From an optimization exercise on the open Yosys and OpenROAD flow, aimed at small area; shortcuts taken in it are not production practice. Only simulation tests tie the RTL to the original design; equivalence was not proved. Power is estimated from default activity; no workload was simulated.

==> design.v <==
package des_key_tables_pkg;
	function automatic int pc1_table(input int i);
		case (i)
			 1: pc1_table = 57;  2: pc1_table = 49;  3: pc1_table = 41;  4: pc1_table = 33;
			 5: pc1_table = 25;  6: pc1_table = 17;  7: pc1_table =  9;  8: pc1_table =  1;
			 9: pc1_table = 58; 10: pc1_table = 50; 11: pc1_table = 42; 12: pc1_table = 34;
			13: pc1_table = 26; 14: pc1_table = 18; 15: pc1_table = 10; 16: pc1_table =  2;
			17: pc1_table = 59; 18: pc1_table = 51; 19: pc1_table = 43; 20: pc1_table = 35;
			21: pc1_table = 27; 22: pc1_table = 19; 23: pc1_table = 11; 24: pc1_table =  3;
			25: pc1_table = 60; 26: pc1_table = 52; 27: pc1_table = 44; 28: pc1_table = 36;
			29: pc1_table = 63; 30: pc1_table = 55; 31: pc1_table = 47; 32: pc1_table = 39;
			33: pc1_table = 31; 34: pc1_table = 23; 35: pc1_table = 15; 36: pc1_table =  7;
			37: pc1_table = 62; 38: pc1_table = 54; 39: pc1_table = 46; 40: pc1_table = 38;
			41: pc1_table = 30; 42: pc1_table = 22; 43: pc1_table = 14; 44: pc1_table =  6;
			45: pc1_table = 61; 46: pc1_table = 53; 47: pc1_table = 45; 48: pc1_table = 37;
			49: pc1_table = 29; 50: pc1_table = 21; 51: pc1_table = 13; 52: pc1_table =  5;
			53: pc1_table = 28; 54: pc1_table = 20; 55: pc1_table = 12; default: pc1_table = 4;
		endcase
	endfunction
	function automatic int pc2_table(input int i);
		case (i)
			 1: pc2_table = 14;  2: pc2_table = 17;  3: pc2_table = 11;  4: pc2_table = 24;
			 5: pc2_table =  1;  6: pc2_table =  5;  7: pc2_table =  3;  8: pc2_table = 28;
			 9: pc2_table = 15; 10: pc2_table =  6; 11: pc2_table = 21; 12: pc2_table = 10;
			13: pc2_table = 23; 14: pc2_table = 19; 15: pc2_table = 12; 16: pc2_table =  4;
			17: pc2_table = 26; 18: pc2_table =  8; 19: pc2_table = 16; 20: pc2_table =  7;
			21: pc2_table = 27; 22: pc2_table = 20; 23: pc2_table = 13; 24: pc2_table =  2;
			25: pc2_table = 41; 26: pc2_table = 52; 27: pc2_table = 31; 28: pc2_table = 37;
			29: pc2_table = 47; 30: pc2_table = 55; 31: pc2_table = 30; 32: pc2_table = 40;
			33: pc2_table = 51; 34: pc2_table = 45; 35: pc2_table = 33; 36: pc2_table = 48;
			37: pc2_table = 44; 38: pc2_table = 49; 39: pc2_table = 39; 40: pc2_table = 56;
			41: pc2_table = 34; 42: pc2_table = 53; 43: pc2_table = 46; 44: pc2_table = 42;
			45: pc2_table = 50; 46: pc2_table = 36; 47: pc2_table = 29; default: pc2_table = 32;
		endcase
	endfunction
	function automatic int enc_shift_table(input int r);
		case (r)
			1, 2, 9, 16: enc_shift_table = 1;
			default: enc_shift_table = 2;
		endcase
	endfunction
	function automatic int dec_shift_table(input int r);
		case (r)
			1: dec_shift_table = 0;
			2, 9, 16: dec_shift_table = 1;
			default: dec_shift_table = 2;
		endcase
	endfunction
endpackage
`timescale 1ns/1ps
module des_key_schedule
(
	input logic clk,
	input logic reset,
	input logic key_load,
	input logic key_decrypt,
	input logic [1:64] user_key,
	output logic keys_valid,
	output logic [1:768] round_keys   
);
	localparam int depth = 17;   
	function automatic int total_shift(input int r);
		total_shift = 0;
		for (int j = 1; j <= r; j++) total_shift = total_shift + des_key_tables_pkg::enc_shift_table(j);
	endfunction
	function automatic int key_src(input int r, input int i);
		if (des_key_tables_pkg::pc2_table(i) <= 28)
			key_src = (des_key_tables_pkg::pc2_table(i) - 1 + total_shift(r)) % 28 + 1;
		else
			key_src = (des_key_tables_pkg::pc2_table(i) - 29 + total_shift(r)) % 28 + 29;
	endfunction
	logic [1:56] pc1_sel;
	always_comb begin
		for (int i = 1; i <= 56; i++) pc1_sel[i] = user_key[des_key_tables_pkg::pc1_table(i)];
	end
	logic [1:56 * depth] cd_q;
	logic [0:depth - 1] dec_q;
	logic [0:depth - 1] valid_q;
	always_ff @(posedge clk) begin
		cd_q <= {pc1_sel, cd_q[1:56 * (depth - 1)]};
		dec_q <= {key_decrypt, dec_q[0:depth - 2]};
	end
	always_ff @(posedge clk) begin
		if (reset) begin
			valid_q <= '0;
		end else begin
			valid_q <= {key_load, valid_q[0:depth - 2]};
		end
	end
	logic [1:56] cd_last;
	logic dec_last;
	logic [1:56] enc_gate_n;   
	logic [1:56] dec_gate_n;   
	assign cd_last = cd_q[56 * (depth - 1) + 1:56 * depth];
	assign dec_last = dec_q[depth - 1];
	assign enc_gate_n = ~(cd_last & {56{~dec_last}});
	assign dec_gate_n = ~(cd_last & {56{dec_last}});
	always_comb begin
		for (int k = 1; k <= 16; k++) begin
			for (int i = 1; i <= 48; i++) begin
				round_keys[48 * (k - 1) + i] = ~(enc_gate_n[key_src(k, i)] & dec_gate_n[key_src(17 - k, i)]);
			end
		end
	end
	assign keys_valid = valid_q[depth - 1];
endmodule
==> run.sh <==
#!/bin/bash
# synth_recipe.tcl (not shown) runs the flow's synth.tcl, then flattens the netlist and writes it again
# the make line also repeats each setting of config.mk as NAME=value (left out here)
make -C /OpenROAD-flow-scripts/flow DESIGN_CONFIG=/design/flow/config.mk WORK_HOME=/design/flow/orfs CLKGATE_MAP_FILE= SYNTH_SCRIPT=/design/flow/synth_recipe.tcl finish
==> config.mk <==
export PLATFORM = sky130hd
export DESIGN_NAME = des_key_schedule
export DESIGN_NICKNAME = des_key_schedule
export VERILOG_FILES = /design/flow/design.v
export SDC_FILE = /design/flow/constraint.sdc
export NUM_CORES = 4
export LEC_CHECK = 0
export CAP_MARGIN = 20
export CORE_MARGIN = 2
export CORE_UTILIZATION = 40
export SLEW_MARGIN = 20
==> constraint.sdc <==
create_clock -name core_clock -period 5.0 [get_ports {clk}]
set_input_delay 1.0000 -clock core_clock [delete_from_list [all_inputs] [get_ports {clk}]]
set_output_delay 1.0000 -clock core_clock [all_outputs]
set_load 0.01 [all_outputs]
==> run notes, run 1 <==
status=no timing/DRC/antenna violations; top library cells by usage in the layout, fill and taps aside=sky130_fd_sc_hd__dfxtp_1 (964), sky130_fd_sc_hd__clkdlybuf4s50_1 (828), sky130_fd_sc_hd__mux2_4 (400); wire length of the first global-routing pass=120.2 mm; routed length per placed instance=23.98 um; level count of the clock H-tree=3; WP data required=4.00 ns; headroom to the max-slew limit=0.3051; die boundary width=281.8 um; setup_tns=0 ns; final HPWL from detailed placement=62.82 mm; number of antenna violations at the first check in global routing=13; Area Overhead vs Synth=36.48%; Final Max Tran Viols=0; Die Span Y=281.8 um; cell type with the highest occurrence count on the critical path=sky130_fd_sc_hd__buf_12; Crit path buffers/inverters=3; CP Data Arrival Time=2.97 ns; Via Count=16,819; clock-pin slew of the registers on the worst-case setup and hold paths=0.07 ns; Detail Route Antenna Nets=0; drt drc=0; final critical delay including setup and external delays=3.974 ns; setup slack on the worst flop-to-flop path=4.43 ns; number of resized instances in the post-cts repair step=0; library cell occupying the most area in the post-synthesis netlist=sky130_fd_sc_hd__dfxtp_1; Yosys cell types=10; hold bufs inserted after CTS=0; largest driver fanout on the critical path=63; starting utilization of the core area=0.4051; CP Cell Sequence=buf_12 -> buf_12 -> mux2_4 -> clkdlybuf4s50_1; number of port buffers=828; Cell Rows=101; area of the die=0.07941 sq mm; TritonCTS clock tree=done; top post-synthesis cells by area=sky130_fd_sc_hd__dfxtp_1 (64%), sky130_fd_sc_hd__mux2_4 (19%), sky130_fd_sc_hd__mux2_2 (11%); origin of the critical flop-to-flop path=valid_q[12]$_SDFF_PP0_; post-synth design cell area=0.03087 sq mm; deepest clock path buffer count=3; root buffer cell=sky130_fd_sc_hd__clkbuf_16; setup clock skew after layout=0.02055 ns; critical path class=reg -> out; sink count of the clock tree=986; Core Region=0.07620 sq mm; aggregate global routing overflow=0; Ports=837; R2R cell count=1; endpoint kind of the worst setup timing path=primary output; Finished Core Util=0.5529; Hold Path Class=reg -> reg; static leakage power=17.76 nW; instance count along the most critical hold path=0; number of clock buffers inserted by TritonCTS=86; timing-limited maximum frequency=251.6 MHz; worst hold start=cd_q[858]$_DFF_P_; most common library cell in the layout ignoring fill and taps=sky130_fd_sc_hd__dfxtp_1; final-report setup violation count=0; largest voltage drop on the vdd net=0.3033 mV; via count of the first global-routing pass=15,930; maximum number of pins on one net before global-route repair=120; CP startpoint kind=register; clock insertion delay at the later pin of the skew report=0.62 ns; top-area cell type share of the netlist area=0.6395; sequential cell area fraction in the yosys report=0.6395; Post-Syn Nets=2,033; post-synthesis average cell area=15.71 sq um; delay of the slowest critical-path stage=0.65 ns; number of failing hold endpoints at the final stage=0; cell class contributing the biggest share of worst-path delay=buffers and inverters; flip-flop and latch count after synthesis=986; first drt pass iteration count=5; reg-to-reg endpoint=valid_q[13]$_SDFF_PP0_; endpoint of the worst hold-timing path=cd_q[914]$_DFF_P_; iteration-0 DRC count of the detailed router=947; GR Util All Layers=0.2151; post-layout net count=2,738; power per cell area=411.6 mW/mm^2; vias per inst=4.467; Setup Buffers After CTS=0; cells after synthesis=1,965; master of the slowest instance on the critical path=sky130_fd_sc_hd__dfxtp_4; ratio of cells with drive above 1 in the final layout=0.3336; number of max-capacitance violations reported=0; placer's final routability congestion estimate=0.8202; share of the cycle needed by the critical path after routing=0.7948; measured slew at the worst slew-check pin=1.041 ns; total length of routed wires=90.29 mm; setup repair after global routing missed its margin=no; number of warnings issued by yosys=1
## cells by family after synthesis
group,synth area share
mux,0.2996
simple gates,0.003445
flops,0.6395
buf+inv,0.05748
## power by group
group / internal, mW / switching, mW / leakage (nW)
combinational: 1.41 / 0.986 / 8.03
sequential: 8.27 / 0.242 / 8.31
clock: 3.70 / 2.72 / 1.41
total: 13.4 / 3.95 / 17.8
## cell usage after synthesis
library cell,n
sky130_fd_sc_hd__mux2_4,400
sky130_fd_sc_hd__buf_6,41
sky130_fd_sc_hd__buf_4,101
sky130_fd_sc_hd__nor2b_1,17
sky130_fd_sc_hd__clkbuf_1,117
sky130_fd_sc_hd__buf_2,10
sky130_fd_sc_hd__buf_8,4
sky130_fd_sc_hd__mux2_2,288
sky130_fd_sc_hd__dfxtp_1,986
sky130_fd_sc_hd__clkbuf_2,1
## layer usage
| metal | GRT usage | vias up | wire length (um) |
|---|---|---|---|
| li1 | - | 7864 | - |
| met1 | 0.2986 | 8194 | 41570 |
| met2 | 0.3369 | 650 | 41080 |
| met3 | 0.04234 | 111 | 5341 |
| met4 | 0.06874 | 0 | 2298 |
| met5 | 0 | - | 0 |
## worst max-delay path by stage
stage | startpoint | to | slack, ns | depth (start not counted)
floorplan | dec_q[16]$_DFF_P_ | round_keys[10] | 2.67 | 6
global placement | cd_q[905]$_DFF_P_ | round_keys[583] | 1.52 | 3
detailed placement | dec_q[16]$_DFF_P_ | round_keys[378] | 1.67 | 4
CTS | dec_q[16]$_DFF_P_ | round_keys[378] | 0.98 | 4
global route | dec_q[16]$_DFF_P_ | round_keys[478] | 0.93 | 4
finish | dec_q[16]$_DFF_P_ | round_keys[378] | 1.03 | 4
## through the flow
step                      hold slack (ns)  power [mW]  instance area (sq um)  instances  setup slack (ns)
after floorplan                    0.3096       9.775                  30870       1965             2.666
after detailed placement           0.3120       11.10                  39280       3612             1.669
after global placement             0.3096       11.08                  39250       3611             1.517
final                              0.3079       17.34                  42130       3765             1.026
after CTS                          0.3038       17.54                  42120       3764            0.9754
after global routing               0.3133       17.98                  42130       3764            0.9285
## flip-flops by register name (all words and copies together), names as in the netlist
signal   cells
valid_q     17
dec_q       17
cd_q       952
## final cells by class
| type | count | area, sq um |
|---|---|---|
| sequential | 986 | 19770 |
| antenna | 1 | 2.502 |
| clock inverter | 34 | 366.6 |
| tap | 1030 | 1289 |
| fill | 6171 | 34070 |
| timing repair buffer | 891 | 8874 |
| clock buffer | 118 | 2474 |
| multi-input combinational | 705 | 9355 |
==> inputs of run 2 (changes only) <==
--- a/config.mk
+++ b/config.mk
@@ -7,2 +7,3 @@
 export LEC_CHECK = 0
+export ABC_AREA = 1
 export CAP_MARGIN = 20
@@ -10,2 +11,4 @@
 export CORE_UTILIZATION = 40
+export CTS_BUF_LIST = sky130_fd_sc_hd__clkbuf_4
+export CTS_CLUSTER_SIZE = 30
 export SLEW_MARGIN = 20
==> run notes, run 2 <==
root buffer cell=sky130_fd_sc_hd__clkbuf_4; commonest cells in the netlist=sky130_fd_sc_hd__dfxtp_1 (986), sky130_fd_sc_hd__nand2_1 (763), sky130_fd_sc_hd__buf_4 (122), sky130_fd_sc_hd__buf_2 (74), sky130_fd_sc_hd__nand2_2 (37); largest register by flop count=cd_q; endpoint kind of the worst setup timing path=primary output; number of clock buffers inserted by TritonCTS=214; starting utilization of the core area=0.4042; number of max-capacitance violations reported=0; number of port buffers=828; die boundary width=250.7 um; Finished Core Util=0.5878; static leakage power=16.82 nW; Post-synth EDFFs=0; timing-limited maximum frequency=209.9 MHz; largest driver fanout on the critical path=22; Ports=837; wire length of the first global-routing pass=120.4 mm; flip-flop and latch count after synthesis=986; top-area cell type share of the netlist area=0.8105; aggregate global routing overflow=0; most repeated cell in the gate-level netlist after synthesis=sky130_fd_sc_hd__dfxtp_1; setup repair after global routing missed its margin=no; top library cells by usage in the layout, fill and taps aside=sky130_fd_sc_hd__dfxtp_1 (985), sky130_fd_sc_hd__clkdlybuf4s50_1 (828), sky130_fd_sc_hd__nand2_1 (763); Via Count=17,223; Area Overhead vs Synth=45.41%; total length of routed wires=90.87 mm; measured slew at the worst slew-check pin=1.056 ns; Die Span Y=250.7 um; clock-pin slew of the registers on the worst-case setup and hold paths=0.07 ns; critical path class=reg -> out; hold bufs inserted after CTS=0; GR Util All Layers=0.2775; routed length per placed instance=23.54 um; Detail Route Antenna Nets=0; area of the die=0.06287 sq mm; Yosys cell types=11; power per cell area=459.4 mW/mm^2; final-report setup violation count=0; library cell occupying the most area in the post-synthesis netlist=sky130_fd_sc_hd__dfxtp_1; maximum number of pins on one net before global-route repair=29; sink count of the clock tree=986; TritonCTS clock tree=done; number of warnings issued by yosys=1; sequential cell area fraction in the yosys report=0.8105; slack of the critical path=0.2363 ns; CP Data Arrival Time=3.76 ns; final HPWL from detailed placement=68.96 mm; most frequently used flop master after synthesis=sky130_fd_sc_hd__dfxtp_1; most common library cell in the layout ignoring fill and taps=sky130_fd_sc_hd__dfxtp_1; Hold Path Class=reg -> reg; status=no timing/DRC/antenna violations; clock insertion delay at the later pin of the skew report=0.85 ns; Final Max Tran Viols=0; multi-input logic area=0.003159 sq mm; iteration-0 DRC count of the detailed router=1,694; vias per inst=4.462; asr flop ratio synth=0; Setup Buffers After CTS=0; Post-Syn Nets=2,095; placer's final routability congestion estimate=0.9197; post-synth design cell area=0.02435 sq mm; drt drc=0; instance count after placement with tap cells included=3,482; number of antenna violations at the first check in global routing=3; register area=0.01974 sq mm; level count of the clock H-tree=4; Worst Hold Margin=0.3021 ns; top post-synthesis cells by area=sky130_fd_sc_hd__dfxtp_1 (81%), sky130_fd_sc_hd__nand2_1 (12%), sky130_fd_sc_hd__buf_4 (3.8%); registers with the most flip-flops=cd_q x952, dec_q x17, valid_q x17; headroom to the max-slew limit=0.2946; Filler Cell Count=4,942; share of the cycle needed by the critical path after routing=0.9527; first drt pass iteration count=8; via count of the first global-routing pass=16,340; Core Region=0.06025 sq mm; largest voltage drop on the vdd net=0.2277 mV; WP data required=4.00 ns; ratio of cells with drive above 1 in the final layout=0.1396; deepest clock path buffer count=3; post-layout net count=2,984; Post-Place Setup Slack=1.154 ns; final critical delay including setup and external delays=4.764 ns; CP startpoint kind=register; Cell Rows=90; Post-Layout Cell Count=3,860; number of flip-flops in the largest register=952; post-synthesis average cell area=12.01 sq um; number of resized instances in the post-cts repair step=0; setup_tns=0 ns; setup clock skew after layout=0.03289 ns; cells after synthesis=2,027; number of failing hold endpoints at the final stage=0
==> run 2: cell types whose count changed after synthesis, sizes merged <==
cell / delta
buf: +48
clkbuf: -116
inv: +18
mux2: -688
nand2: +800
nor2: +17
nor2b: -17
==> run 2: final cells by class <==
class | instances | share of cell area
Inverter | 18 | 0.001908
Timing Repair Buffer | 879 | 0.2452
Multi-Input combinational cell | 817 | 0.08921
Antenna cell | 5 | 0.0003533
Sequential cell | 986 | 0.5574
Clock buffer | 324 | 0.06869
Clock inverter | 49 | 0.009575
Tap cell | 782 | 0.02763
==> run 2: per-stage QoR <==
stage | instance area (sq um) | total power, mW
after floorplan | 24350 | 9.222
after global placement | 32630 | 10.52
after detailed placement | 32630 | 10.54
after CTS | 35400 | 16.43
after global routing | 35400 | 16.96
final | 35410 | 16.27
==> run 2: logic make-up after synthesis <==
| kind of cell | share of synthesized area |
|---|---|
| flops | 0.8105 |
| buf+inv | 0.05975 |
| simple gates | 0.1297 |
==> run 2: worst paths after layout <==
kind	end	cells past startpoint	slack [ns]	from
max	round_keys[630]	7	0.24	dec_q[16]$_DFF_P_
min	cd_q[168]$_DFF_P_	0	0.30	cd_q[112]$_DFF_P_
max reg2reg	valid_q[6]$_SDFF_PP0_	2	4.47	valid_q[5]$_SDFF_PP0_
min reg2reg	cd_q[168]$_DFF_P_	0	0.30	cd_q[112]$_DFF_P_
==> run 2: critical path: stages (launching register included) <==
cell and delay, ns:
sky130_fd_sc_hd__dfxtp_2 0.68, sky130_fd_sc_hd__inv_2 0.26, sky130_fd_sc_hd__buf_4 0.30, sky130_fd_sc_hd__buf_4 0.22, sky130_fd_sc_hd__nand2_1 0.47, sky130_fd_sc_hd__buf_4 0.30
sky130_fd_sc_hd__nand2_1 0.11, sky130_fd_sc_hd__clkdlybuf4s50_1 0.54
==> run 2: power breakdown <==
part,total [mW],switching [mW],leakage [nW],internal (mW)
registers,8.37,0.103,8.31,8.27
logic,2.01,1.07,6.87,0.940
clock network,5.88,2.69,1.64,3.20
total,16.3,3.86,16.8,12.4
==> run 2: per-layer routing <==
layer | global-route usage | up-vias | share of wire
met2 | 0.3920 | 1021 | 0.42
met1 | 0.3911 | 8147 | 0.46
li1 | - | 7907 | -
met3 | 0.1051 | 148 | 0.10
met4 | 0.08845 | 0 | 0.020
met5 | 0 | - | 0
==> inputs of run 3 (changes only) <==
==> flow/run.sh (new file) <==
#!/bin/bash
# Standard layout, but the port buffers use the smallest buffer cell
set -e
cd "$(dirname "$0")/.."
echo "export BUFFER_PORTS_ARGS = -buffer_cell sky130_fd_sc_hd__buf_1" >> "$FLOW_CONFIG"
export BUFFER_PORTS_ARGS="-buffer_cell sky130_fd_sc_hd__buf_1"
bash standard.sh > standard.log 2>&1
==> standard.sh (new file) <==
#!/bin/bash
# synth_recipe.tcl (not shown) runs the flow's synth.tcl, then flattens the netlist and writes it again
# the make line also repeats each setting of config.mk as NAME=value (left out here)
make -C /OpenROAD-flow-scripts/flow DESIGN_CONFIG=/design/flow/config.mk WORK_HOME=/design/flow/orfs CLKGATE_MAP_FILE= SYNTH_SCRIPT=/design/flow/synth_recipe.tcl "${@:-finish}"
--- a/config.mk
+++ b/config.mk
@@ -14 +14,2 @@
 export SLEW_MARGIN = 20
+export BUFFER_PORTS_ARGS = -buffer_cell sky130_fd_sc_hd__buf_1
removed: run.sh
==> run notes, run 3 <==
Total Power Consumption=15.65 mW; ratio of cells with drive above 1 in the final layout=0.1341; library cell occupying the most area in the post-synthesis netlist=sky130_fd_sc_hd__dfxtp_1; GR Util All Layers=0.2746; final-report setup violation count=0; maximum number of pins on one net before global-route repair=37; top-area cell type share of the netlist area=0.8105; post-synthesis average cell area=12.01 sq um; asr flop ratio synth=0; Yosys cell types=11; cells after synthesis=2,027; Area Overhead vs Synth=23.45%; sink count of the clock tree=986; Die Span Y=250.7 um; Post-Syn Nets=2,095; Core Region=0.06025 sq mm; share of synthesized cell area in full adder, half adder and majority cells=0; critical path class=reg -> out; Ports=837; most repeated cell in the gate-level netlist after synthesis=sky130_fd_sc_hd__dfxtp_1; iteration-0 DRC count of the detailed router=2,079; final critical delay including setup and external delays=4.649 ns; headroom to the max-slew limit=0.2180; status=no timing/DRC/antenna violations; endpoint kind of the worst setup timing path=primary output; register area=0.01974 sq mm; TritonCTS clock tree=done; root buffer cell=sky130_fd_sc_hd__clkbuf_4; share of the cycle needed by the critical path after routing=0.9299; clock-pin slew of the registers on the worst-case setup and hold paths=0.07 ns; most common library cell in the layout ignoring fill and taps=sky130_fd_sc_hd__dfxtp_1; power per cell area=520.6 mW/mm^2; starting utilization of the core area=0.4042; largest register by flop count=cd_q; registers with the most flip-flops=cd_q x952, dec_q x17, valid_q x17; setup_tns=0 ns; number of resized instances in the post-cts repair step=0; post-synth design cell area=0.02435 sq mm; simple-gate area share of the yosys netlist=0.1297; flip-flop and latch count after synthesis=986; post-layout net count=2,956; placer's final routability congestion estimate=0.9918; number of warnings issued by yosys=1; total length of routed wires=90.48 mm; final HPWL from detailed placement=66.27 mm; CP startpoint kind=register; deepest clock path buffer count=3; number of failing hold endpoints at the final stage=0; die boundary width=250.7 um; Setup Buffers After CTS=0; largest driver fanout on the critical path=36; vias per inst=4.592; area of the die=0.06287 sq mm; top library cells by usage in the layout, fill and taps aside=sky130_fd_sc_hd__dfxtp_1 (985), sky130_fd_sc_hd__buf_1 (828), sky130_fd_sc_hd__nand2_1 (763); number of clock buffers inserted by TritonCTS=209; setup repair after global routing missed its margin=no; clock insertion delay at the later pin of the skew report=0.85 ns; hold bufs inserted after CTS=0; sequential cell area fraction in the yosys report=0.8105; aggregate global routing overflow=0; most frequently used flop master after synthesis=sky130_fd_sc_hd__dfxtp_1; static leakage power=14.53 nW; WP data required=4.00 ns; drt drc=0; post-synthesis compound-gate area fraction=0; main combinational cell family by area after synthesis=simple AND/OR/NAND/NOR gates; via count of the first global-routing pass=16,017; Hold Path Class=in -> reg; multi-input logic area=0.003159 sq mm; Cell Rows=90; top post-synthesis cells by area=sky130_fd_sc_hd__dfxtp_1 (81%), sky130_fd_sc_hd__nand2_1 (12%), sky130_fd_sc_hd__buf_4 (3.8%); Detail Route Antenna Nets=0; number of max-capacitance violations reported=0; xor/xnor cell area share of the yosys netlist=0; routed length per placed instance=23.59 um; largest voltage drop on the vdd net=0.2771 mV; Via Count=17,610; number of antenna violations at the first check in global routing=7; Final Max Tran Viols=0; commonest cells in the netlist=sky130_fd_sc_hd__dfxtp_1 (986), sky130_fd_sc_hd__nand2_1 (763), sky130_fd_sc_hd__buf_4 (122), sky130_fd_sc_hd__buf_2 (74), sky130_fd_sc_hd__nand2_2 (37); number of flip-flops in the largest register=952; number of port buffers=828; Filler Cell Count=5,682; timing-limited maximum frequency=215.1 MHz; level count of the clock H-tree=4; CP Data Arrival Time=3.65 ns; Post-synth EDFFs=0; wire length of the first global-routing pass=118.6 mm; share of synthesized area spent on multiplexers=0; first drt pass iteration count=10; measured slew at the worst slew-check pin=1.170 ns; setup clock skew after layout=0.02719 ns
run 3: cell counts after synthesis:
Identical to the previous run, type by type.
run 3: kinds of logic (layout without fill, tap and decap cells):
| group | count (synthesis) | in the layout |
|---|---|---|
| buffers and inverters | 224 | 1246 |
| flip-flops | 986 | 986 |
| other | 0 | 4 |
| AND/OR/NAND/NOR | 817 | 817 |
run 3: where the power goes:
part / switching [mW] / internal, mW / leakage (nW)
Sequential: 0.103 / 8.27 / 8.31
Combinational: 1.08 / 0.305 / 4.55
Clock: 2.66 / 3.24 / 1.66
run 3: metrics by stage:
stage / utilization / instances / setup slack, ns / hold WS [ns] / instance area (sq um)
floorplan: - / 2027 / 2.845 / 0.3096 / 24350
global placement: 0.4525 / 3459 / 1.393 / 0.3102 / 27260
detailed placement: 0.4525 / 3459 / 1.379 / 0.3121 / 27260
CTS: 0.4989 / 3831 / 0.3915 / 0.1152 / 30060
global route: 0.4990 / 3833 / 0.2579 / 0.1389 / 30060
finish: 0.4990 / 3835 / 0.3507 / 0.2247 / 30070
run 3: path summary, 6_finish.rpt:
kind                               from                    end  slack, ns  depth (start not counted)
setup / recovery      dec_q[16]$_DFF_P_        round_keys[345]       0.35                          5
hold / removal             user_key[19]       cd_q[22]$_DFF_P_       0.22                          1
setup reg to reg  valid_q[0]$_SDFF_PP0_  valid_q[1]$_SDFF_PP0_       4.47                          2
hold reg to reg       cd_q[774]$_DFF_P_      cd_q[830]$_DFF_P_       0.30                          0
run 3: layout make-up:
cell class / count / area share
antenna: 4 / 0.0003329
multi-input combinational: 817 / 0.1051
clock inverter: 50 / 0.01244
tap: 782 / 0.03254
clock buffer: 322 / 0.08040
sequential: 986 / 0.6566
inverter: 18 / 0.002247
timing repair buffer: 856 / 0.1104
run 3: worst max-delay path, stage by stage, from the launching register on:
cell                      delay, ns
sky130_fd_sc_hd__dfxtp_2       0.84
sky130_fd_sc_hd__inv_2         0.13
sky130_fd_sc_hd__buf_4         0.30
sky130_fd_sc_hd__nand2_1       0.90
sky130_fd_sc_hd__nand2_1       0.33
sky130_fd_sc_hd__buf_1         0.24
run 3: routing by layer:
metal  vias to the layer above  GRT usage  share of wire
met1                      8271     0.3785           0.44
met2                      1261     0.3632           0.40
met3                       226     0.1265           0.12
met4                         2     0.1220          0.034
met5                         -    0.01390        0.00093
li1                       7850          -              -
==> inputs of run 4 (changes only) <==
--- a/design.v
+++ b/design.v
@@ -77,3 +77,3 @@
 	logic [0:depth - 1] dec_q;
-	logic [0:depth - 1] valid_q;
+	logic [0:depth - 1] valid_q;   
 	always_ff @(posedge clk) begin
@@ -83,6 +83,6 @@
 	always_ff @(posedge clk) begin
-		if (reset) begin
-			valid_q <= '0;
-		end else begin
-			valid_q <= {key_load, valid_q[0:depth - 2]};
+		valid_q[0] <= key_load & ~reset;
+		for (int j = 1; j < depth; j++) begin
+			if (j % 2 == 1) valid_q[j] <= ~(valid_q[j - 1] & ~reset);
+			else valid_q[j] <= ~(valid_q[j - 1] | reset);
 		end
==> flow/run.sh (replaced) <==
#!/bin/bash
# The standard layout with two changes: the port buffers use the smallest
# buffer cell, and clock tree synthesis uses larger sink clusters of clkbuf_8
# and no dummy loads. Each tool's output is kept in standard.log.
set -e
cd "$(dirname "$0")/.."
cat >> "$FLOW_CONFIG" <<'CFG'
export BUFFER_PORTS_ARGS = -buffer_cell sky130_fd_sc_hd__buf_1
export CTS_ARGS = -sink_clustering_enable -repair_clock_nets -dont_use_dummy_load -buf_list sky130_fd_sc_hd__clkbuf_8 -sink_clustering_size 25 -sink_clustering_max_diameter 50
CFG
bash standard.sh > standard.log 2>&1
--- a/config.mk
+++ b/config.mk
@@ -10,6 +10,5 @@
 export CORE_MARGIN = 2
-export CORE_UTILIZATION = 40
-export CTS_BUF_LIST = sky130_fd_sc_hd__clkbuf_4
-export CTS_CLUSTER_SIZE = 30
+export CORE_UTILIZATION = 60
 export SLEW_MARGIN = 20
 export BUFFER_PORTS_ARGS = -buffer_cell sky130_fd_sc_hd__buf_1
+export CTS_ARGS = -sink_clustering_enable -repair_clock_nets -dont_use_dummy_load -buf_list sky130_fd_sc_hd__clkbuf_8 -sink_clustering_size 25 -sink_clustering_max_diameter 50
==> run notes, run 4 <==
status=stopped before the end; top-area cell type share of the netlist area=0.8128; Cell Rows=73; Log Error=[ERROR PPL-0024] Number of IO pins (837) exceeds maximum number of available positions (736). Increase the die perimeter from 820.72um to 1138.32um.; most repeated cell in the gate-level netlist after synthesis=sky130_fd_sc_hd__dfxtp_1; post-synth design cell area=0.02428 sq mm; library cell occupying the most area in the post-synthesis netlist=sky130_fd_sc_hd__dfxtp_1; post-synthesis average cell area=12.08 sq um; die boundary width=205.2 um; top post-synthesis cells by area=sky130_fd_sc_hd__dfxtp_1 (81%), sky130_fd_sc_hd__nand2_1 (12%), sky130_fd_sc_hd__buf_4 (3.8%); number of warnings issued by yosys=1; flip-flop and latch count after synthesis=986; stage where the flow stopped=I/O pin placement; cells after synthesis=2,011; Die Span Y=205.2 um; most frequently used flop master after synthesis=sky130_fd_sc_hd__dfxtp_1; Post-Syn Nets=2,079; starting utilization of the core area=0.6098; commonest cells in the netlist=sky130_fd_sc_hd__dfxtp_1 (986), sky130_fd_sc_hd__nand2_1 (772), sky130_fd_sc_hd__buf_4 (122), sky130_fd_sc_hd__buf_2 (72), sky130_fd_sc_hd__nand2_2 (36); asr flop ratio synth=0; Post-synth EDFFs=0; sequential cell area fraction in the yosys report=0.8128; Yosys cell types=10
==> run 4: cell count changes after synthesis, sizes merged <==
cell	before	now
clkbuf	2	3
buf	204	202
nand2	800	808
inv	18	3
nor2	17	9
==> run 4: logic make-up after synthesis <==
group	synth area share
DFF	0.8128
buffers and inverters	0.05719
and+or+nand+nor	0.1300
==> inputs of run 5 (changes only) <==
==> flow/run.sh (replaced) <==
#!/bin/bash
# The standard layout with two changes: the port buffers use the smallest
# buffer cell, and clock tree synthesis uses larger sink clusters of clkbuf_4 and clkbuf_8
# and no dummy loads. Each tool's output is kept in standard.log.
set -e
cd "$(dirname "$0")/.."
cat >> "$FLOW_CONFIG" <<'CFG'
export BUFFER_PORTS_ARGS = -buffer_cell sky130_fd_sc_hd__buf_1
export CTS_ARGS = -sink_clustering_enable -repair_clock_nets -dont_use_dummy_load -buf_list {sky130_fd_sc_hd__clkbuf_4 sky130_fd_sc_hd__clkbuf_8} -sink_clustering_size 16 -sink_clustering_max_diameter 40
CFG
bash standard.sh > standard.log 2>&1
--- a/config.mk
+++ b/config.mk
@@ -10,5 +10,5 @@
 export CORE_MARGIN = 2
-export CORE_UTILIZATION = 60
+export CORE_UTILIZATION = 40
 export SLEW_MARGIN = 20
 export BUFFER_PORTS_ARGS = -buffer_cell sky130_fd_sc_hd__buf_1
-export CTS_ARGS = -sink_clustering_enable -repair_clock_nets -dont_use_dummy_load -buf_list sky130_fd_sc_hd__clkbuf_8 -sink_clustering_size 25 -sink_clustering_max_diameter 50
+export CTS_ARGS = -sink_clustering_enable -repair_clock_nets -dont_use_dummy_load -buf_list {sky130_fd_sc_hd__clkbuf_4 sky130_fd_sc_hd__clkbuf_8} -sink_clustering_size 16 -sink_clustering_max_diameter 40
==> run notes, run 5 <==
total length of routed wires=96.25 mm; final HPWL from detailed placement=70.15 mm; starting utilization of the core area=0.4038; sequential cell area fraction in the yosys report=0.8128; Detail Route Antenna Nets=0; largest driver fanout on the critical path=30; Core Region=0.06013 sq mm; Die Span Y=250.4 um; CP startpoint kind=register; iteration-0 DRC count of the detailed router=1,898; WP data required=4.00 ns; library cell occupying the most area in the post-synthesis netlist=sky130_fd_sc_hd__dfxtp_1; GR Util All Layers=0.2940; Total Power Consumption=13.57 mW; fin area=0.02844 sq mm; level count of the clock H-tree=3; master of the slowest instance on the critical path=sky130_fd_sc_hd__nand2_1; first drt pass iteration count=12; final-report setup violation count=0; static leakage power=13.48 nW; endpoint kind of the worst setup timing path=primary output; drt drc=0; flip-flop and latch count after synthesis=986; number of failing hold endpoints at the final stage=0; timing-limited maximum frequency=238.3 MHz; post-synth design cell area=0.02428 sq mm; top post-synthesis cells by area=sky130_fd_sc_hd__dfxtp_1 (81%), sky130_fd_sc_hd__nand2_1 (12%), sky130_fd_sc_hd__buf_4 (3.8%); final critical delay including setup and external delays=4.196 ns; share of the cycle needed by the critical path after routing=0.8392; slack of the critical path=0.8040 ns; deepest clock path buffer count=3; clock insertion delay at the later pin of the skew report=0.68 ns; placer's final routability congestion estimate=1.036; largest voltage drop on the vdd net=0.2990 mV; routed length per placed instance=27.24 um; measured slew at the worst slew-check pin=1.310 ns; delay of the slowest critical-path stage=0.63 ns; ratio of cells with drive above 1 in the final layout=0.05673; cell class contributing the biggest share of worst-path delay=simple AND/OR/NAND/NOR gates; cells after synthesis=2,011; Post-Place Setup Slack=1.547 ns; CP Cell Sequence=inv_2 -> buf_12 -> nand2_1 -> nand2_1 -> buf_1; largest register by flop count=cd_q; total length of routed met3 wires=9.129 mm; number of flip-flops in the largest register=952; critical path class=reg -> out; number of antenna violations at the first check in global routing=6; power per cell area=477.3 mW/mm^2; post-layout net count=2,820; Crit path buffers/inverters=3; Setup Buffers After CTS=0; via count of the first global-routing pass=15,101; CP Data Arrival Time=3.20 ns; worst hold start=cd_q[512]$_DFF_P_; Post-Syn Nets=2,079; top library cells by usage in the layout, fill and taps aside=sky130_fd_sc_hd__dfxtp_1 (985), sky130_fd_sc_hd__buf_1 (828), sky130_fd_sc_hd__nand2_1 (770); met1 layer wirelength in the final routing=37.90 mm; root buffer cell=sky130_fd_sc_hd__clkbuf_8; Post-synth EDFFs=0; wire length of the first global-routing pass=122.3 mm; instance count after placement with tap cells included=3,446; number of max-capacitance violations reported=0; Via Count=16,805; Post-Layout Cell Count=3,534; post-synthesis average cell area=12.08 sq um; TritonCTS clock tree=done; most common library cell in the layout ignoring fill and taps=sky130_fd_sc_hd__dfxtp_1; origin of the critical flop-to-flop path=valid_q[11]$_DFF_P_; most repeated cell in the gate-level netlist after synthesis=sky130_fd_sc_hd__dfxtp_1; status=no timing/DRC/antenna violations; maximum number of pins on one net before global-route repair=31; area of placed instances=0.02725 sq mm; registers with the most flip-flops=cd_q x952, dec_q x17, valid_q x17; number of port buffers=828; number of warnings issued by yosys=1; number of resized instances in the post-cts repair step=0; commonest cells in the netlist=sky130_fd_sc_hd__dfxtp_1 (986), sky130_fd_sc_hd__nand2_1 (772), sky130_fd_sc_hd__buf_4 (122), sky130_fd_sc_hd__buf_2 (72), sky130_fd_sc_hd__nand2_2 (36); headroom to the max-slew limit=0.1244; Area Overhead vs Synth=17.11%; aggregate global routing overflow=0; top sig layer=met5; setup clock skew after layout=0.05393 ns; setup repair after global routing missed its margin=no; sink count of the clock tree=986; Cell Rows=90; asr flop ratio synth=0; setup_tns=0 ns; cell type with the highest occurrence count on the critical path=sky130_fd_sc_hd__nand2_1; most frequently used flop master after synthesis=sky130_fd_sc_hd__dfxtp_1; vias per inst=4.755; clock-pin slew of the registers on the worst-case setup and hold paths=0.09 ns; Critical Path Source=dec_q[16]$_DFF_P_; die boundary width=250.4 um; amount of wire on met2 after detailed routing=43.57 mm; Ports=837; Hold Path Class=reg -> reg; Final Max Tran Viols=0; Yosys cell types=10; number of clock buffers inserted by TritonCTS=86; hold bufs inserted after CTS=0; top-area cell type share of the netlist area=0.8128; area of the die=0.06270 sq mm
==> run 5: cell counts after synthesis <==
Identical to the previous run, type by type.
==> run 5: layout make-up <==
type                            count  area, sq um
Tap cell                          782        978.4
Clock buffer                       86         1184
Inverter                            3        11.26
Sequential cell                   986        19740
Timing Repair Buffer              858         3358
Antenna cell                        2        5.005
Multi-Input combinational cell    817         3162
Fill cell                        5616        31690
==> run 5: path summary, 6_finish.rpt <==
check | to | cells after the start | slack (ns)
max | round_keys[399] | 5 | 0.80
max reg2reg | valid_q[12]$_DFF_P_ | 1 | 4.49
min reg2reg | cd_q[568]$_DFF_P_ | 0 | 0.29
min | cd_q[568]$_DFF_P_ | 0 | 0.29
==> run 5: through the flow <==
step	hold WS, ns	util
floorplan	0.3096	-
global placement	0.3095	0.4531
detailed placement	0.3121	0.4532
CTS	0.2841	0.4728
global route	0.2928	0.4729
finish	0.2858	0.4729
==> run 5: report_power, final <==
group          leakage, nW  switching, mW  total, mW  internal, mW
clock network        0.618           2.26       3.80          1.53
logic                 4.55           1.11       1.42         0.308
registers             8.31         0.0918       8.36          8.26
total                 13.5           3.47       13.6          10.1
==> run 5: cells by family (layout without fill, tap and decap cells) <==
logic type	after synthesis	count (layout)	share of synthesized area
buffers and inverters	208	947	0.05719
flip-flops	986	986	0.8128
AND/OR/NAND/NOR	817	817	0.1300
other	0	2	0
==> run 5: layer usage <==
layer  GRT usage  vias to the layer above
met3      0.1025                      288
met4      0.1536                        4
met2      0.4665                     1182
met1      0.3512                     7988
li1            -                     7343
met5     0.01699                        -
==> inputs of run 6 (changes only) <==
--- a/flow/run.sh
+++ b/flow/run.sh
@@ -8,3 +8,3 @@
 export BUFFER_PORTS_ARGS = -buffer_cell sky130_fd_sc_hd__buf_1
-export CTS_ARGS = -sink_clustering_enable -repair_clock_nets -dont_use_dummy_load -buf_list {sky130_fd_sc_hd__clkbuf_4 sky130_fd_sc_hd__clkbuf_8} -sink_clustering_size 16 -sink_clustering_max_diameter 40
+export CTS_ARGS = -sink_clustering_enable -repair_clock_nets -dont_use_dummy_load -buf_list {sky130_fd_sc_hd__clkbuf_4 sky130_fd_sc_hd__clkbuf_8} -sink_clustering_size 20 -sink_clustering_max_diameter 50
 CFG
--- a/config.mk
+++ b/config.mk
@@ -11,4 +11,5 @@
 export CORE_UTILIZATION = 40
+export GPL_TIMING_DRIVEN = 0
 export SLEW_MARGIN = 20
 export BUFFER_PORTS_ARGS = -buffer_cell sky130_fd_sc_hd__buf_1
-export CTS_ARGS = -sink_clustering_enable -repair_clock_nets -dont_use_dummy_load -buf_list {sky130_fd_sc_hd__clkbuf_4 sky130_fd_sc_hd__clkbuf_8} -sink_clustering_size 16 -sink_clustering_max_diameter 40
+export CTS_ARGS = -sink_clustering_enable -repair_clock_nets -dont_use_dummy_load -buf_list {sky130_fd_sc_hd__clkbuf_4 sky130_fd_sc_hd__clkbuf_8} -sink_clustering_size 20 -sink_clustering_max_diameter 50
==> run notes, run 6 <==
starting utilization of the core area=0.4038; Final Max Tran Viols=0; largest voltage drop on the vdd net=0.2055 mV; sink count of the clock tree=986; number of resized instances in the post-cts repair step=0; Finished Core Util=0.4885; asr flop ratio synth=0; flip-flop and latch count after synthesis=986; Yosys cell types=10; deepest clock path buffer count=3; iteration-0 DRC count of the detailed router=1,772; most repeated cell in the gate-level netlist after synthesis=sky130_fd_sc_hd__dfxtp_1; final-report setup violation count=0; multi-input logic area=0.003157 sq mm; instance count after placement with tap cells included=3,620; top-area cell type share of the netlist area=0.8128; Core Region=0.06013 sq mm; headroom to the max-slew limit=0.1457; CP Data Arrival Time=3.07 ns; setup repair after global routing missed its margin=no; number of warnings issued by yosys=1; endpoint kind of the worst setup timing path=primary output; TritonCTS clock tree=done; clock insertion delay at the later pin of the skew report=0.68 ns; Total Power Consumption=13.53 mW; largest driver fanout on the critical path=10; sequential group share of total power=0.619; setup slack on the worst flop-to-flop path=4.48 ns; switching share of total power=0.2628; Detail Route Antenna Nets=0; Post-Layout Cell Count=3,694; post-synth design cell area=0.02428 sq mm; setup clock skew after layout=0.07394 ns; most frequently used flop master after synthesis=sky130_fd_sc_hd__dfxtp_1; Cell Rows=90; master of the slowest instance on the critical path=sky130_fd_sc_hd__clkbuf_1; routed length per placed instance=28.62 um; number of failing hold endpoints at the final stage=0; Critical Path Source=dec_q[16]$_DFF_P_; Crit path buffers/inverters=4; wire length of the first global-routing pass=134.7 mm; timing-limited maximum frequency=245.8 MHz; level count of the clock H-tree=3; cells after synthesis=2,011; instance count along the most critical hold path=0; portion of total power attributed to combinational logic=0.117; Clock power frac=0.264; via count of the first global-routing pass=16,277; commonest cells in the netlist=sky130_fd_sc_hd__dfxtp_1 (986), sky130_fd_sc_hd__nand2_1 (772), sky130_fd_sc_hd__buf_4 (122), sky130_fd_sc_hd__buf_2 (72), sky130_fd_sc_hd__nand2_2 (36); Hold Path Class=reg -> reg; Area Overhead vs Synth=20.96%; die boundary width=250.4 um; crit path to=round_keys[372]; slack of the critical path=0.9324 ns; setup_tns=0 ns; GR Util All Layers=0.3245; CP startpoint kind=register; Ports=837; CP Cell Sequence=buf_6 -> nand2_1 -> clkbuf_1 -> nand2_1 -> buf_4 -> buf_1; number of antenna violations at the first check in global routing=2; power per cell area=460.4 mW/mm^2; ratio of cells with drive above 1 in the final layout=0.1072; Setup Buffers After CTS=0; total length of routed wires=105.7 mm; sequential cell area fraction in the yosys report=0.8128; Filler Cell Count=5,667; CP Depth=6; largest register by flop count=cd_q; maximum number of pins on one net before global-route repair=21; WP data required=4.00 ns; status=no timing/DRC/antenna violations; number of max-capacitance violations reported=0; post-synthesis average cell area=12.08 sq um; number of port buffers=827; share of the cycle needed by the critical path after routing=0.8135; post-layout net count=2,981; Post-synth EDFFs=0; origin of the critical flop-to-flop path=cd_q[48]$_DFF_P_; drt drc=0; top post-synthesis cells by area=sky130_fd_sc_hd__dfxtp_1 (81%), sky130_fd_sc_hd__nand2_1 (12%), sky130_fd_sc_hd__buf_4 (3.8%); internal cell power=9.971 mW; final critical delay including setup and external delays=4.068 ns; Die Span Y=250.4 um; Via Count=17,536; Post-Syn Nets=2,079; number of flip-flops in the largest register=952; library cell occupying the most area in the post-synthesis netlist=sky130_fd_sc_hd__dfxtp_1; number of clock buffers inserted by TritonCTS=73; placer's final routability congestion estimate=1.051; R2R cell count=0; registers with the most flip-flops=cd_q x952, dec_q x17, valid_q x17; critical path class=reg -> out; final HPWL from detailed placement=82.38 mm; delay of the slowest critical-path stage=0.95 ns; top library cells by usage in the layout, fill and taps aside=sky130_fd_sc_hd__dfxtp_1 (986), sky130_fd_sc_hd__buf_1 (827), sky130_fd_sc_hd__nand2_1 (772); Post-Place Setup Slack=1.723 ns; vias per inst=4.747; cell type with the highest occurrence count on the critical path=sky130_fd_sc_hd__nand2_1; hold bufs inserted after CTS=0; reg-to-reg endpoint=cd_q[104]$_DFF_P_; area of the die=0.06270 sq mm; static leakage power=14.10 nW; register area=0.01974 sq mm; clock-pin slew of the registers on the worst-case setup and hold paths=0.11 ns; root buffer cell=sky130_fd_sc_hd__clkbuf_8; most common library cell in the layout ignoring fill and taps=sky130_fd_sc_hd__dfxtp_1; cell class contributing the biggest share of worst-path delay=buffers and inverters; first drt pass iteration count=8; net load switching power=3.555 mW; aggregate global routing overflow=0; measured slew at the worst slew-check pin=1.281 ns
-- run 6: cell counts after synthesis --
Identical to the previous run, type by type.
-- run 6: how the worst min path moves through the flow --
stage	to	from
2_1_floorplan	cd_q[100]$_DFF_P_	cd_q[44]$_DFF_P_
3_3_place_gp	cd_q[809]$_DFF_P_	cd_q[753]$_DFF_P_
3_5_place_dp	cd_q[172]$_DFF_P_	cd_q[116]$_DFF_P_
4_1_cts	dec_q[4]$_DFF_P_	dec_q[3]$_DFF_P_
5_1_grt	dec_q[4]$_DFF_P_	dec_q[3]$_DFF_P_
6_report	dec_q[4]$_DFF_P_	dec_q[3]$_DFF_P_
-- run 6: area by class of cell --
| type | count | share of cell area |
|---|---|---|
| Inverter | 3 | 0.0003834 |
| Multi-Input combinational cell | 817 | 0.1075 |
| Antenna cell | 1 | 0.00008519 |
| Clock buffer | 73 | 0.03420 |
| Buffer | 205 | 0.04690 |
| Sequential cell | 986 | 0.6720 |
| Tap cell | 782 | 0.03331 |
| Timing Repair Buffer | 827 | 0.1057 |
-- run 6: power groups by stage --
stage	clock [mW]	combinational (mW)	sequential, mW
final	3.57	1.59	8.37
after floorplan	0	0.715	8.51
after CTS	3.64	1.56	8.37
after detailed placement	0	1.55	8.55
after global routing	3.92	1.64	8.40
after global placement	0	1.55	8.54
-- run 6: cell families after synthesis --
logic type	Yosys count	synth area share
flip-flops	986	0.8128
buffers and inverters	208	0.05719
AND/OR/NAND/NOR	817	0.1300
-- run 6: metrics by stage --
step	instance area, sq um	hold WS [ns]
after floorplan	24280	0.3096
after global placement	28370	0.3097
after detailed placement	28370	0.3121
after CTS	29370	0.2550
after global routing	29370	0.2616
final	29370	0.2602
-- run 6: metal layers --
| metal | global-route usage | routed length, um | up-vias |
|---|---|---|---|
| met5 | 0 | 0 | - |
| met4 | 0.1909 | 6762 | 0 |
| met3 | 0.1178 | 10530 | 257 |
| met2 | 0.5086 | 47550 | 1106 |
| met1 | 0.3832 | 40860 | 8511 |
| li1 | - | - | 7662 |
==> inputs of run 7 (changes only) <==
--- a/config.mk
+++ b/config.mk
@@ -11,3 +11,2 @@
 export CORE_UTILIZATION = 40
-export GPL_TIMING_DRIVEN = 0
 export SLEW_MARGIN = 20
==> run notes, run 7 <==
TritonCTS clock tree=done; power per cell area=462.7 mW/mm^2; wire length of the first global-routing pass=121.8 mm; share of synthesized area spent on multiplexers=0; Worst Hold Margin=0.2389 ns; headroom to the max-slew limit=0.1666; ratio of cells with drive above 1 in the final layout=0.04772; cells after synthesis=2,011; post-synthesis compound-gate area fraction=0; post-synthesis average cell area=12.08 sq um; multi-input logic area=0.003162 sq mm; Area Overhead vs Synth=15.62%; endpoint kind of the worst setup timing path=primary output; xor/xnor cell area share of the yosys netlist=0; setup clock skew after layout=0.08061 ns; total length of routed wires=96.09 mm; number of max-capacitance violations reported=0; final critical delay including setup and external delays=4.239 ns; sequential cell area fraction in the yosys report=0.8128; final HPWL from detailed placement=70.15 mm; top library cells by usage in the layout, fill and taps aside=sky130_fd_sc_hd__dfxtp_1 (985), sky130_fd_sc_hd__buf_1 (828), sky130_fd_sc_hd__nand2_1 (770); deepest clock path buffer count=3; most repeated cell in the gate-level netlist after synthesis=sky130_fd_sc_hd__dfxtp_1; Ports=837; CP Data Arrival Time=3.24 ns; critical path class=reg -> out; top-area cell type share of the netlist area=0.8128; level count of the clock H-tree=2; Post-synth EDFFs=0; post-synth design cell area=0.02428 sq mm; CP startpoint kind=register; Filler Cell Count=5,635; drt drc=0; post-layout net count=2,794; GR Util All Layers=0.2921; number of antenna violations at the first check in global routing=6; register area=0.01974 sq mm; number of clock buffers inserted by TritonCTS=60; Yosys cell types=10; root buffer cell=sky130_fd_sc_hd__clkbuf_8; starting utilization of the core area=0.4038; measured slew at the worst slew-check pin=1.247 ns; WP data required=4.00 ns; sink count of the clock tree=986; library cell occupying the most area in the post-synthesis netlist=sky130_fd_sc_hd__dfxtp_1; asr flop ratio synth=0; Total Power Consumption=12.99 mW; most common library cell in the layout ignoring fill and taps=sky130_fd_sc_hd__dfxtp_1; timing-limited maximum frequency=235.9 MHz; number of failing hold endpoints at the final stage=0; status=no timing/DRC/antenna violations; area of placed instances=0.02725 sq mm; placer's final routability congestion estimate=1.036; static leakage power=13.30 nW; share of the cycle needed by the critical path after routing=0.8477; Cell Rows=90; Final Max Tran Viols=0; via count of the first global-routing pass=14,870; Detail Route Antenna Nets=0; share of synthesized cell area in full adder, half adder and majority cells=0; registers with the most flip-flops=cd_q x952, dec_q x17, valid_q x17; setup repair after global routing missed its margin=no; Post-Syn Nets=2,079; maximum number of pins on one net before global-route repair=31; final-report setup violation count=0; Setup Buffers After CTS=0; aggregate global routing overflow=0; top post-synthesis cells by area=sky130_fd_sc_hd__dfxtp_1 (81%), sky130_fd_sc_hd__nand2_1 (12%), sky130_fd_sc_hd__buf_4 (3.8%); clock insertion delay at the later pin of the skew report=0.69 ns; simple-gate area share of the yosys netlist=0.1300; routed length per placed instance=27.40 um; Finished Core Util=0.4669; Die Span Y=250.4 um; number of flip-flops in the largest register=952; Hold Path Class=reg -> reg; Core Region=0.06013 sq mm; fin area=0.02808 sq mm; clock-pin slew of the registers on the worst-case setup and hold paths=0.11 ns; setup_tns=0 ns; iteration-0 DRC count of the detailed router=1,943; number of warnings issued by yosys=1; commonest cells in the netlist=sky130_fd_sc_hd__dfxtp_1 (986), sky130_fd_sc_hd__nand2_1 (772), sky130_fd_sc_hd__buf_4 (122), sky130_fd_sc_hd__buf_2 (72), sky130_fd_sc_hd__nand2_2 (36); number of resized instances in the post-cts repair step=0; largest voltage drop on the vdd net=0.2650 mV; Via Count=16,695; hold bufs inserted after CTS=0; main combinational cell family by area after synthesis=simple AND/OR/NAND/NOR gates; vias per inst=4.760; most frequently used flop master after synthesis=sky130_fd_sc_hd__dfxtp_1; first drt pass iteration count=7; flip-flop and latch count after synthesis=986; largest register by flop count=cd_q; die boundary width=250.4 um; largest driver fanout on the critical path=30; number of port buffers=828; area of the die=0.06270 sq mm
## run 7: changes by cell type in the layout (fill, tap and decap cells not counted), sizes merged
cell,delta
buf,-171
clkbuf,-16
## run 7: kinds of logic (layout without fill, tap and decap cells)
kind of cell	Yosys count	in the layout
simple gates	817	817
other cells	0	1
flops	986	986
buf+inv	208	921
## run 7: metal layers
| metal | part of all wire | wire (um) | GRT usage | up-vias |
|---|---|---|---|---|
| li1 | - | - | - | 7282 |
| met1 | 0.40 | 38440 | 0.3601 | 7983 |
| met2 | 0.46 | 43880 | 0.4690 | 1166 |
| met3 | 0.093 | 8903 | 0.09051 | 262 |
| met4 | 0.051 | 4860 | 0.1350 | 2 |
| met5 | 0.000094 | 9 | 0.0007722 | - |
## run 7: layout make-up
cell class / count / area share
Antenna cell: 1 / 0.00008912
Tap cell: 782 / 0.03485
Inverter: 3 / 0.0004011
Sequential cell: 986 / 0.7030
Multi-Input combinational cell: 817 / 0.1126
Clock buffer: 60 / 0.02941
Timing Repair Buffer: 858 / 0.1196
## run 7: per-stage QoR
stage                     cells  worst slack, ns
after floorplan            2011            2.845
after global placement     3446            1.380
after detailed placement   3446            1.547
after CTS                  3506           0.7560
after global routing       3507           0.6604
final                      3507           0.7615
## run 7: critical path, stage by stage, from the launching register on
cell and delay (ns):
sky130_fd_sc_hd__dfxtp_2 0.35, sky130_fd_sc_hd__inv_2 0.51, sky130_fd_sc_hd__buf_12 0.30, sky130_fd_sc_hd__nand2_1 0.58
sky130_fd_sc_hd__nand2_1 0.44, sky130_fd_sc_hd__buf_1 0.32
## run 7: power by group
group | internal, mW | switching [mW] | total [mW] | leakage (nW)
Sequential | 8.27 | 0.0917 | 8.36 | 8.31
Combinational | 0.308 | 1.11 | 1.42 | 4.55
Clock | 1.08 | 2.14 | 3.22 | 0.431
Total | 9.65 | 3.34 | 13.0 | 13.3
## run 7: path summary, 6_finish.rpt
check / start / endpoint / slack (ns) / cells past startpoint
max reg2reg: valid_q[11]$_DFF_P_ / valid_q[12]$_DFF_P_ / 4.49 / 1
min reg2reg: cd_q[6]$_DFF_P_ / cd_q[62]$_DFF_P_ / 0.24 / 0
max: dec_q[16]$_DFF_P_ / round_keys[735] / 0.76 / 5
min: cd_q[6]$_DFF_P_ / cd_q[62]$_DFF_P_ / 0.24 / 0
==> inputs of run 8 (changes only) <==
--- a/config.mk
+++ b/config.mk
@@ -8,6 +8,6 @@
 export ABC_AREA = 1
-export CAP_MARGIN = 20
+export CAP_MARGIN = 0
 export CORE_MARGIN = 2
 export CORE_UTILIZATION = 40
-export SLEW_MARGIN = 20
+export SLEW_MARGIN = 0
 export BUFFER_PORTS_ARGS = -buffer_cell sky130_fd_sc_hd__buf_1
==> run notes, run 8 <==
power per cell area=463.2 mW/mm^2; post-layout net count=2,794; first drt pass iteration count=8; clock insertion delay at the later pin of the skew report=0.69 ns; Area Overhead vs Synth=15.60%; Setup Buffers After CTS=0; commonest cells in the netlist=sky130_fd_sc_hd__dfxtp_1 (986), sky130_fd_sc_hd__nand2_1 (772), sky130_fd_sc_hd__buf_4 (122), sky130_fd_sc_hd__buf_2 (72), sky130_fd_sc_hd__nand2_2 (36); instance count after placement with tap cells included=3,446; Yosys cell types=10; number of resized instances in the post-cts repair step=0; Post-synth EDFFs=0; final HPWL from detailed placement=70.15 mm; number of port buffers=828; routed length per placed instance=27.40 um; aggregate global routing overflow=0; most common library cell in the layout ignoring fill and taps=sky130_fd_sc_hd__dfxtp_1; number of failing hold endpoints at the final stage=0; ratio of cells with drive above 1 in the final layout=0.04699; endpoint kind of the worst setup timing path=primary output; number of clock buffers inserted by TritonCTS=60; flip-flop and latch count after synthesis=986; root buffer cell=sky130_fd_sc_hd__clkbuf_8; deepest clock path buffer count=3; measured slew at the worst slew-check pin=1.416 ns; top post-synthesis cells by area=sky130_fd_sc_hd__dfxtp_1 (81%), sky130_fd_sc_hd__nand2_1 (12%), sky130_fd_sc_hd__buf_4 (3.8%); cells after synthesis=2,011; status=no timing/DRC/antenna violations; setup_tns=0 ns; largest driver fanout on the critical path=28; top-area cell type share of the netlist area=0.8128; library cell occupying the most area in the post-synthesis netlist=sky130_fd_sc_hd__dfxtp_1; top library cells by usage in the layout, fill and taps aside=sky130_fd_sc_hd__dfxtp_1 (985), sky130_fd_sc_hd__buf_1 (828), sky130_fd_sc_hd__nand2_1 (772); Ports=837; Post-Layout Cell Count=3,507; Post-Syn Nets=2,079; clock-pin slew of the registers on the worst-case setup and hold paths=0.11 ns; origin of the critical flop-to-flop path=valid_q[11]$_DFF_P_; number of antenna violations at the first check in global routing=6; critical path class=reg -> out; CP Data Arrival Time=3.39 ns; GR Util All Layers=0.2921; reg-to-reg endpoint=valid_q[12]$_DFF_P_; Core Region=0.06013 sq mm; most repeated cell in the gate-level netlist after synthesis=sky130_fd_sc_hd__dfxtp_1; register area=0.01974 sq mm; via count of the first global-routing pass=14,862; sequential cell area fraction in the yosys report=0.8128; CP startpoint kind=register; wire length of the first global-routing pass=121.8 mm; number of max-capacitance violations reported=0; area of the die=0.06270 sq mm; largest voltage drop on the vdd net=0.2633 mV; drt drc=0; setup repair after global routing missed its margin=no; worst hold start=cd_q[6]$_DFF_P_; placer's final routability congestion estimate=1.036; largest register by flop count=cd_q; Via Count=16,670; starting utilization of the core area=0.4038; number of warnings issued by yosys=1; asr flop ratio synth=0; setup slack on the worst flop-to-flop path=4.49 ns; final critical delay including setup and external delays=4.393 ns; Die Span Y=250.4 um; vias per inst=4.753; Detail Route Antenna Nets=0; TritonCTS clock tree=done; post-synth design cell area=0.02428 sq mm; die boundary width=250.4 um; Final Max Tran Viols=0; multi-input logic area=0.003157 sq mm; setup clock skew after layout=0.08183 ns; final-report setup violation count=0; Worst Hold Margin=0.2382 ns; endpoint of the worst hold-timing path=cd_q[62]$_DFF_P_; iteration-0 DRC count of the detailed router=1,908; Filler Cell Count=5,633; timing-limited maximum frequency=227.6 MHz; WP data required=4.00 ns; fin area=0.02807 sq mm; registers with the most flip-flops=cd_q x952, dec_q x17, valid_q x17; Total Power Consumption=13.00 mW; headroom to the max-slew limit=0.05367; Hold Path Class=reg -> reg; share of the cycle needed by the critical path after routing=0.8786; hold bufs inserted after CTS=0; number of flip-flops in the largest register=952; post-synthesis average cell area=12.08 sq um; R2R cell count=1; level count of the clock H-tree=2; sink count of the clock tree=986; total length of routed wires=96.08 mm; maximum number of pins on one net before global-route repair=31; static leakage power=13.30 nW; most frequently used flop master after synthesis=sky130_fd_sc_hd__dfxtp_1; instance count along the most critical hold path=0; Cell Rows=90; area of placed instances=0.02724 sq mm
==> run 8: cell count changes in the layout (fill, tap and decap cells not counted) <==
cell / previous run / this run
sky130_fd_sc_hd__nand2_1: 770 / 772
sky130_fd_sc_hd__nand2_2: 38 / 36
==> run 8: worst max path at each step <==
stage,start,end,slack (ns),cells past startpoint
floorplan,dec_q[16]$_DFF_P_,round_keys[27],2.84,7
global placement,dec_q[16]$_DFF_P_,round_keys[254],1.38,6
detailed placement,dec_q[16]$_DFF_P_,round_keys[546],1.34,6
CTS,dec_q[16]$_DFF_P_,round_keys[546],0.54,6
global route,dec_q[16]$_DFF_P_,round_keys[546],0.53,6
finish,dec_q[16]$_DFF_P_,round_keys[350],0.61,4
==> run 8: final cells by class <==
type                            instances  share of cell area
Sequential cell                       986              0.7032
Clock buffer                           60             0.02942
Inverter                                3           0.0004011
Multi-Input combinational cell        817              0.1124
Antenna cell                            1          0.00008914
Tap cell                              782             0.03485
Timing Repair Buffer                  858              0.1196
==> run 8: metal layers <==
layer	vias up	global-route usage	share of wire
met1	7984	0.3598	0.40
met5	-	0.0007722	0.000094
met4	2	0.1350	0.050
met3	244	0.09051	0.093
li1	7288	-	-
met2	1152	0.4690	0.46
==> run 8: metrics by stage <==
step             util  worst slack [ns]
2_1_floorplan       -             2.845
3_3_place_gp   0.4531             1.380
3_5_place_dp   0.4531             1.337
4_1_cts        0.4668            0.5427
5_1_grt        0.4669            0.5290
6_report       0.4669            0.6069
==> run 8: kinds of logic (layout without fill, tap and decap cells) <==
| group | Yosys count | count (layout) | share of synthesized area |
|---|---|---|---|
| buffers and inverters | 208 | 921 | 0.05719 |
| flip-flops | 986 | 986 | 0.8128 |
| other | 0 | 1 | 0 |
| AND/OR/NAND/NOR | 817 | 817 | 0.1300 |
==> run 8: report_power, final <==
group	internal [mW]	switching (mW)	total, mW	leakage [nW]
logic	0.309	1.11	1.42	4.55
clock network	1.08	2.15	3.22	0.431
registers	8.27	0.0917	8.36	8.31
==> run 8: worst max-delay path, stage by stage (launching register included) <==
cell and delay, ns:
sky130_fd_sc_hd__dfxtp_2 0.37, sky130_fd_sc_hd__buf_4 0.36, sky130_fd_sc_hd__nand2_1 0.94, sky130_fd_sc_hd__nand2_1 0.57, sky130_fd_sc_hd__buf_1 0.44
==> inputs of run 9 (changes only) <==
==> flow/run.sh (replaced) <==
#!/bin/bash
# The standard layout with these changes:
#  - the port buffers use the smallest buffer cell;
#  - global placement does not keep the resizer's early buffering;
#  - NAND gates that synthesis upsized go back to size 1 before floorplan;
#  - clock tree synthesis uses larger sink clusters of clkbuf_4 and clkbuf_8
#    and no dummy loads.
# Each tool's output goes to a log file of its own in this folder.
set -e
cd "$(dirname "$0")/.."
cat >> "$FLOW_CONFIG" <<'CFG'
export BUFFER_PORTS_ARGS = -buffer_cell sky130_fd_sc_hd__buf_1
export GPL_KEEP_OVERFLOW = 0
export CTS_ARGS = -sink_clustering_enable -repair_clock_nets -dont_use_dummy_load -buf_list {sky130_fd_sc_hd__clkbuf_4 sky130_fd_sc_hd__clkbuf_8} -sink_clustering_size 20 -sink_clustering_max_diameter 50
CFG
bash standard.sh synth > synth.log 2>&1
SYNTH_ODB=orfs/results/sky130hd/des_key_schedule/base/1_synth.odb openroad -no_init -exit flow/downsize.tcl > downsize.log 2>&1
bash standard.sh > standard.log 2>&1
==> flow/downsize.tcl (new file) <==
# Synthesis upsizes a few high-fanout NAND gates; timing has ample slack, so
# give them back their smallest size before placement (the resizer adds
# buffers later where a net needs them).
set f $::env(SYNTH_ODB)
read_db $f
set small [[ord::get_db] findMaster sky130_fd_sc_hd__nand2_1]
set n 0
foreach i [[ord::get_db_block] getInsts] {
  if {[[$i getMaster] getName] eq "sky130_fd_sc_hd__nand2_2"} {
    $i swapMaster $small
    incr n
  }
}
puts "downsized $n instances"
write_db $f
--- a/config.mk
+++ b/config.mk
@@ -8,7 +8,8 @@
 export ABC_AREA = 1
-export CAP_MARGIN = 0
+export CAP_MARGIN = 20
 export CORE_MARGIN = 2
 export CORE_UTILIZATION = 40
-export SLEW_MARGIN = 0
+export SLEW_MARGIN = 20
 export BUFFER_PORTS_ARGS = -buffer_cell sky130_fd_sc_hd__buf_1
+export GPL_KEEP_OVERFLOW = 0
 export CTS_ARGS = -sink_clustering_enable -repair_clock_nets -dont_use_dummy_load -buf_list {sky130_fd_sc_hd__clkbuf_4 sky130_fd_sc_hd__clkbuf_8} -sink_clustering_size 20 -sink_clustering_max_diameter 50
==> run notes, run 9 <==
measured slew at the worst slew-check pin=1.193 ns; maximum number of pins on one net before global-route repair=58; final critical delay including setup and external delays=4.686 ns; Filler Cell Count=5,645; register area=0.01974 sq mm; internal cell power=9.601 mW; master of the slowest instance on the critical path=sky130_fd_sc_hd__nand2_1; most repeated cell in the gate-level netlist after synthesis=sky130_fd_sc_hd__dfxtp_1; fin area=0.02777 sq mm; flip-flop and latch count after synthesis=986; Clock power frac=0.243; Detail Route Antenna Nets=0; number of clock buffers inserted by TritonCTS=58; number of antenna violations at the first check in global routing=4; largest driver fanout on the critical path=57; met3 routing resource usage after global routing=0.1487; setup clock skew after layout=0.05050 ns; drt drc=0; Cell Rows=90; clock-pin slew of the registers on the worst-case setup and hold paths=0.11 ns; switching share of total power=0.2510; vias per inst=4.806; Post-Place Setup Slack=1.017 ns; Yosys cell types=10; first drt pass iteration count=13; Hold Path Class=reg -> reg; ratio of cells with drive above 1 in the final layout=0.02674; CP Cell Sequence=inv_4 -> nand2_1 -> nand2_1 -> buf_1; status=no timing/DRC/antenna violations; multi-input logic area=0.003094 sq mm; via count of the first global-routing pass=14,268; GR Util All Layers=0.2530; area of placed instances=0.02695 sq mm; routed length per placed instance=24.33 um; critical path class=reg -> out; hold bufs inserted after CTS=0; wire length of the first global-routing pass=108.6 mm; slack of the critical path=0.3137 ns; portion of total power attributed to combinational logic=0.104; setup repair after global routing missed its margin=no; final-report setup violation count=0; placer's final routability congestion estimate=0.9984; top library cells by usage in the layout, fill and taps aside=sky130_fd_sc_hd__dfxtp_1 (985), sky130_fd_sc_hd__buf_1 (828), sky130_fd_sc_hd__nand2_1 (797); WP data required=4.00 ns; static leakage power=13.14 nW; TritonCTS clock tree=done; Post-Syn Nets=2,079; number of flip-flops in the largest register=952; iteration-0 DRC count of the detailed router=2,224
[run 9: changes by cell type in the layout (fill, tap and decap cells not counted)]
cell | previous run | this run
sky130_fd_sc_hd__inv_2 | 1 | 0
sky130_fd_sc_hd__dfxtp_4 | 0 | 1
sky130_fd_sc_hd__inv_4 | 0 | 1
sky130_fd_sc_hd__clkbuf_8 | 60 | 58
sky130_fd_sc_hd__buf_8 | 0 | 1
sky130_fd_sc_hd__nand2_1 | 772 | 797
sky130_fd_sc_hd__buf_4 | 28 | 0
sky130_fd_sc_hd__buf_12 | 2 | 0
sky130_fd_sc_hd__diode_2 | 1 | 6
sky130_fd_sc_hd__dfxtp_2 | 1 | 0
sky130_fd_sc_hd__nand2_2 | 36 | 11
[run 9: power groups by stage]
stage	clock [mW]	sequential [mW]	combinational [mW]
after CTS	3.22	8.37	1.28
final	3.12	8.36	1.34
after global routing	3.50	8.41	1.38
after global placement	0	8.54	1.27
after detailed placement	0	8.55	1.28
after floorplan	0	8.50	0.709
[run 9: kinds of logic (layout without fill, tap and decap cells)]
logic type / after synthesis / count (layout) / synth area share
buffers and inverters: 208 / 890 / 0.05719
other: 0 / 6 / 0
and+or+nand+nor: 817 / 817 / 0.1300
DFF: 986 / 986 / 0.8128
[run 9: worst paths after layout]
check	from	slack [ns]	depth (start not counted)	endpoint
max	dec_q[16]$_DFF_P_	0.31	4	round_keys[423]
min	cd_q[696]$_DFF_P_	0.27	0	cd_q[752]$_DFF_P_
max reg2reg	valid_q[14]$_DFF_P_	4.50	1	valid_q[15]$_DFF_P_
min reg2reg	cd_q[696]$_DFF_P_	0.27	0	cd_q[752]$_DFF_P_
[run 9: per-layer routing]
layer | up-vias | wire length, um
met4 | 6 | 3367
met1 | 7737 | 34500
met2 | 1422 | 33620
li1 | 7233 | -
met5 | - | 271
met3 | 330 | 12950
[run 9: stage by stage]
| stage | total power, mW | hold WS (ns) | setup TNS [ns] | util | instances |
|---|---|---|---|---|---|
| 2_1_floorplan | 9.213 | 0.3096 | 0 | - | 2011 |
| 3_3_place_gp | 9.810 | 0.3096 | -267.42 | 0.4474 | 3416 |
| 3_5_place_dp | 9.829 | 0.3121 | 0 | 0.4482 | 3417 |
| 4_1_cts | 12.87 | 0.2667 | 0 | 0.4614 | 3475 |
| 5_1_grt | 13.29 | 0.2650 | 0 | 0.4615 | 3476 |
| 6_report | 12.82 | 0.2665 | 0 | 0.4617 | 3481 |
[run 9: final cells by class]
cell class	count	area share
Antenna cell	6	0.0005408
Clock buffer	58	0.02875
Inverter	3	0.0004957
Multi-Input combinational cell	817	0.1114
Sequential cell	986	0.7111
Tap cell	782	0.03524
Timing Repair Buffer	829	0.1125

Setup slack of run 9, layout unchanged: 0.314 ns with ideal ports, 0.268 ns with driving cells assumed (clock clkbuf_16, inputs buf_2), 0.953 ns with port delays also shifted by the 0.685 ns mid clock arrival.
